Context: an optimization exercise on an open-source flow, tuned for small area and a short achievable clock period. The choices shown serve that exercise and are no tape-out recipe. The RTL was checked by simulation tests, not by an equivalence proof against the original design. No activity file was given, so power comes from the tool's default toggle rates.

==> flow/design.v (excerpt) <==
module dds_phase_accumulator_mc #(
  parameter int NUM_CH = 4,
  parameter int ACC_W  = 32,
  parameter int OUT_W  = 12,
  localparam int CH_W  = dds_pkg::ch_width(NUM_CH)
) (
  input  logic                    clock,
  input  logic                    reset,
  input  logic                    enable,
  input  logic                    cfg_valid,
  output logic                    cfg_ready,
  input  logic [CH_W-1:0]         cfg_ch,
  input  logic [1:0]              cfg_sel,
  input  logic [ACC_W-1:0]        cfg_data,
  input  logic                    update,
  input  logic [NUM_CH-1:0]       sync_clear,
  input  logic [NUM_CH-1:0]       sweep_en,
  output logic [NUM_CH*OUT_W-1:0] phase_out,
  output logic [NUM_CH-1:0]       wrap,
  output logic [NUM_CH-1:0]       sweep_done
);
Settings: LEC_CHECK=0, CAP_MARGIN=20, CORE_MARGIN=2, CORE_UTILIZATION=55, CTS_CLUSTER_DIAMETER=100, CTS_CLUSTER_SIZE=30, SETUP_SLACK_MARGIN=3.1, SLEW_MARGIN=20, SYNTH_HIERARCHICAL=1; clock period 5.8 ns.
run.sh (not shown) runs the stock make flow with config.mk's settings and CLKGATE_MAP_FILE= SYNTH_SCRIPT=/design/flow/synth_recipe.tcl, a recipe that flattens the netlist after the stock synthesis.
Change:
Settings changed: CORE_UTILIZATION 55 to 40, CTS_CLUSTER_DIAMETER 100 to 80, CTS_CLUSTER_SIZE 30 to 20, SETUP_SLACK_MARGIN 3.1 to 3.2.
Outcome:
- routed wire length came out higher by 3.2%
- clock skew came out higher by 0.018 ns
- fmax came out lower by 1.8%
- via count came out higher by 1.1%
- count of clock-buffer cells in the layout came out higher by 38
- total power came out higher by 12%
- global-route usage came out lower by 7.2 points
- design area came out higher by 4.1%
- area after synthesis is unchanged
- flip-flop and latch count does not change

dds_phase_accumulator_mc again, from the RTL that the note above started with.
==> flow/config.mk <==
export PLATFORM = sky130hd
export DESIGN_NAME = dds_phase_accumulator_mc
export DESIGN_NICKNAME = dds_phase_accumulator_mc
export VERILOG_FILES = /design/flow/design.v
export SDC_FILE = /design/flow/constraint.sdc
export NUM_CORES = 4
export LEC_CHECK = 0
export CAP_MARGIN = 20
export CORE_MARGIN = 2
export CORE_UTILIZATION = 44
export CTS_CLUSTER_DIAMETER = 85
export CTS_CLUSTER_SIZE = 22
export SETUP_SLACK_MARGIN = 3.05
export SLEW_MARGIN = 20
export SYNTH_HIERARCHICAL = 1
==> flow/constraint.sdc <==
create_clock -name core_clock -period 5.8 [get_ports {clock}]
set_input_delay 1.1600 -clock core_clock [delete_from_list [all_inputs] [get_ports {clock}]]
set_output_delay 1.1600 -clock core_clock [all_outputs]
set_load 0.01 [all_outputs]
==> next run, changes <==
CORE_UTILIZATION = 55   (was 44)
CTS_CLUSTER_DIAMETER = default   (was 85)
CTS_CLUSTER_SIZE = default   (was 22)
SETUP_SLACK_MARGIN = 3.3   (was 3.05)
Effect: The changed run went through all stages and came out clean; setup slack improves by 0.21 ns; register-to-register slack hardly moves; hold slack improved by 0.0057 ns; sequential power stays flat; global-route usage is higher by 7.3 points; clock power went up by well over a third; non-clock buffer count went up by 102; clock-buffer cell count goes up by 86; routed wire length rises by a few percent.
==> next run, changes <==
CORE_UTILIZATION = 45   (was 55)
CTS_CLUSTER_DIAMETER = 60   (was default)
CTS_CLUSTER_SIZE = 16   (was default)
SETUP_SLACK_MARGIN = 3.15   (was 3.3)
What happened: The new run passed the timing, design-rule and antenna checks; clock-buffer cell count drops by 47; flip-flop and latch count is unchanged; worst hold slack got worse by 0.012 ns; wire length drops by about 3.3%; die area climbs by about 22%; setup slack got worse by 0.11 ns; cell area drops by 1.3%; area after synthesis stays the same; total power drops by about 6%; maximum frequency drops by 3.9%.

Starting RTL as in the previous note.
make LEC_CHECK=0 CAP_MARGIN=20 CORE_MARGIN=2 CORE_UTILIZATION=42 CTS_CLUSTER_DIAMETER=80 CTS_CLUSTER_SIZE=20 SETUP_SLACK_MARGIN=3.1 SLEW_MARGIN=20 SYNTH_HIERARCHICAL=1 finish   # period 5.8 ns
Then changed:
- CORE_UTILIZATION: 42 -> 60
- CTS_CLUSTER_DIAMETER: 80 -> default
- CTS_CLUSTER_SIZE: 20 -> default
- SETUP_SLACK_MARGIN: 3.1 -> 2.8
Outcome: Die area goes down by a quarter to a third; utilization goes up by 20 points; fmax goes down by roughly a tenth; synthesized area is unchanged; synthesized cell count is unchanged; setup slack is worse by 0.29 ns; sequential power is about the same; clock-buffer cell count goes up by 68; final cell count goes down by a little under a tenth.
Then changed:
- CORE_UTILIZATION: 60 -> 55
- SETUP_SLACK_MARGIN: 2.8 -> 3.1
=> The changed run produced a clean layout. Wire length came out higher by about 6%. Synthesized area is unchanged. Via count grows by 1.2%. Total power rose by about 7%. Clock skew goes down by 0.0074 ns.
Then changed:
- CORE_UTILIZATION: 55 -> 42
- CTS_CLUSTER_DIAMETER: default -> 80
- CTS_CLUSTER_SIZE: default -> 20
- SETUP_SLACK_MARGIN: 3.1 -> 3.15
Effect: Total power falls by about 6%. Worst setup slack improved by 0.044 ns. Cell area falls by 1.2%. Synthesized cell count stays the same. Flip-flop and latch count stays the same. Clock skew rises by 0.011 ns. Wire length rises by about 1.7%.

dds_phase_accumulator_mc again, from the RTL that the note above started with.
## dds_phase_accumulator_mc
module dds_phase_accumulator_mc #(
  parameter int NUM_CH = 4,
  parameter int ACC_W  = 32,
  parameter int OUT_W  = 12,
  localparam int CH_W  = dds_pkg::ch_width(NUM_CH)
) (
  input  logic                    clock,
  input  logic                    reset,
  input  logic                    enable,
  input  logic                    cfg_valid,
  output logic                    cfg_ready,
  input  logic [CH_W-1:0]         cfg_ch,
  input  logic [1:0]              cfg_sel,
  input  logic [ACC_W-1:0]        cfg_data,
  input  logic                    update,
  input  logic [NUM_CH-1:0]       sync_clear,
  input  logic [NUM_CH-1:0]       sweep_en,
  output logic [NUM_CH*OUT_W-1:0] phase_out,
  output logic [NUM_CH-1:0]       wrap,
  output logic [NUM_CH-1:0]       sweep_done
);
clock: 5.8 ns
lec_check: 0
cap_margin: 20
core_margin: 2
core_utilization: 55
cts_cluster_diameter: 80
cts_cluster_size: 20
setup_slack_margin: 3.1
slew_margin: 20
synth_hierarchical: 1
Change:
--- a/flow/config.mk
+++ b/flow/config.mk
@@ -8,8 +8,8 @@
 export CAP_MARGIN = 20
 export CORE_MARGIN = 2
-export CORE_UTILIZATION = 55
-export CTS_CLUSTER_DIAMETER = 80
-export CTS_CLUSTER_SIZE = 20
-export SETUP_SLACK_MARGIN = 3.1
+export CORE_UTILIZATION = 40
+export CTS_CLUSTER_DIAMETER = 90
+export CTS_CLUSTER_SIZE = 24
+export SETUP_SLACK_MARGIN = 3.0
 export SLEW_MARGIN = 20
 export SYNTH_HIERARCHICAL = 1
After rerunning: Sequential power hardly moves. Flip-flop and latch count does not change. Sequential share of layout area grows by 0.76 points. Non-clock buffer count went down by 88. Area after synthesis is unchanged. Count of clock-buffer cells in the layout came out lower by 23.
Change:
--- a/flow/config.mk
+++ b/flow/config.mk
@@ -8,8 +8,8 @@
 export CAP_MARGIN = 20
 export CORE_MARGIN = 2
-export CORE_UTILIZATION = 40
-export CTS_CLUSTER_DIAMETER = 90
-export CTS_CLUSTER_SIZE = 24
-export SETUP_SLACK_MARGIN = 3.0
+export CORE_UTILIZATION = 60
+export CTS_CLUSTER_DIAMETER = 80
+export CTS_CLUSTER_SIZE = 20
+export SETUP_SLACK_MARGIN = 2.95
 export SLEW_MARGIN = 20
 export SYNTH_HIERARCHICAL = 1
=>
- clock skew is lower by 0.0080 ns
- final cell count falls by 8.0%
- setup slack got worse by 0.13 ns
- via count is higher by 1.3%
- sequential cell count stays the same
- count of clock-buffer cells in the layout is higher by 26
- fmax decreases by 4.3%
- design area fell by 0.94%
- hold slack gains 0.0079 ns
- wire length decreases by 2.4%
- first-iteration DRC count goes down by 10%
Change:
--- a/flow/config.mk
+++ b/flow/config.mk
@@ -8,8 +8,8 @@
 export CAP_MARGIN = 20
 export CORE_MARGIN = 2
-export CORE_UTILIZATION = 60
-export CTS_CLUSTER_DIAMETER = 80
-export CTS_CLUSTER_SIZE = 20
-export SETUP_SLACK_MARGIN = 2.95
+export CORE_UTILIZATION = 43
+export CTS_CLUSTER_DIAMETER = 75
+export CTS_CLUSTER_SIZE = 18
+export SETUP_SLACK_MARGIN = 3.1
 export SLEW_MARGIN = 20
 export SYNTH_HIERARCHICAL = 1
After rerunning: Setup slack gains 0.32 ns; final area grows by a few percent; routed wire length grows by a few percent; total power grows by a little under a tenth; sequential power barely changes; die area grows by well over a third; utilization shrinks by 17 points; global-route usage shrinks by 7.8 points; cell count grows by a little under a tenth; via count grows slightly.
Change:
--- a/flow/config.mk
+++ b/flow/config.mk
@@ -8,7 +8,7 @@
 export CAP_MARGIN = 20
 export CORE_MARGIN = 2
-export CORE_UTILIZATION = 43
-export CTS_CLUSTER_DIAMETER = 75
-export CTS_CLUSTER_SIZE = 18
+export CORE_UTILIZATION = 45
+export CTS_CLUSTER_DIAMETER = 80
+export CTS_CLUSTER_SIZE = 20
 export SETUP_SLACK_MARGIN = 3.1
 export SLEW_MARGIN = 20
The changed run ran to the end with no violations.
Via count fell by 0.60%.
Routed wire length drops by 0.87%.
Clock-buffer cell count went down by 17.
Non-clock buffer count came out lower by 3.
Total power decreases by 3.0%.
Worst setup slack gets worse by 0.052 ns.
Global-route usage grows by 1.0 points.
Final cell count shrinks by 0.85%.

re-timing with driven ports:
The flow's constraints put no driver on any port. The routed layouts listed below were extracted and timed again, unchanged, in two steps.
Step 1 sets driving cells, clkbuf_16 on the clock port and buf_2 on the other inputs (assumed; they add their load-dependent delay and slew).
Step 2 adds t to the input delays and takes it off the output delays; t is the mean of the earliest and latest rising clock arrival at the registers after step 1. Input paths then give back, and output paths get back, about the clock's delay inside the block.
a / b / c = ideal / step 1 / step 2; a / b = the first two.
run | t, ns | setup slack, ns | slew at the worst register clock pin (ns) | cell pins on the clock port's net
the first run of note 1 | 0.768 | 2.971 / 2.971 / 2.280 | 0.12 / 0.12 | 1
the second run of note 1 | 0.800 | 2.919 / 2.919 / 2.317 | 0.09 / 0.09 | 1
the first run of note 2 | 0.764 | 2.814 / 2.762 / 1.998 | 0.10 / 0.10 | 1
the second run of note 2 | 0.814 | 3.023 / 3.023 / 2.397 | 0.06 / 0.06 | 1
the third run of note 2 | 0.824 | 2.911 / 2.841 / 2.017 | 0.08 / 0.08 | 1
the first run of note 3 | 0.788 | 3.040 / 3.040 / 2.332 | 0.09 / 0.09 | 1
the second run of note 3 | 0.817 | 2.750 / 2.705 / 1.888 | 0.06 / 0.06 | 1
the third run of note 3 | 0.820 | 3.029 / 3.029 / 2.325 | 0.07 / 0.07 | 1
the fourth run of note 3 | 0.782 | 3.073 / 3.011 / 2.229 | 0.09 / 0.09 | 1
the first run of note 4 | 0.747 | 2.959 / 2.959 / 2.398 | 0.10 / 0.10 | 1
the second run of note 4 | 0.810 | 2.849 / 2.779 / 1.969 | 0.10 / 0.10 | 1
the third run of note 4 | 0.738 | 2.717 / 2.708 / 1.969 | 0.09 / 0.09 | 1
the fourth run of note 4 | 0.776 | 3.036 / 3.018 / 2.243 | 0.08 / 0.08 | 1
the fifth run of note 4 | 0.770 | 2.984 / 2.959 / 2.189 | 0.09 / 0.09 | 1
After both steps setup and hold are still met in every run listed. The setup slack of the third run of note 2, which loses most, moves by -0.070 ns with the drivers and by -0.894 ns with both steps.
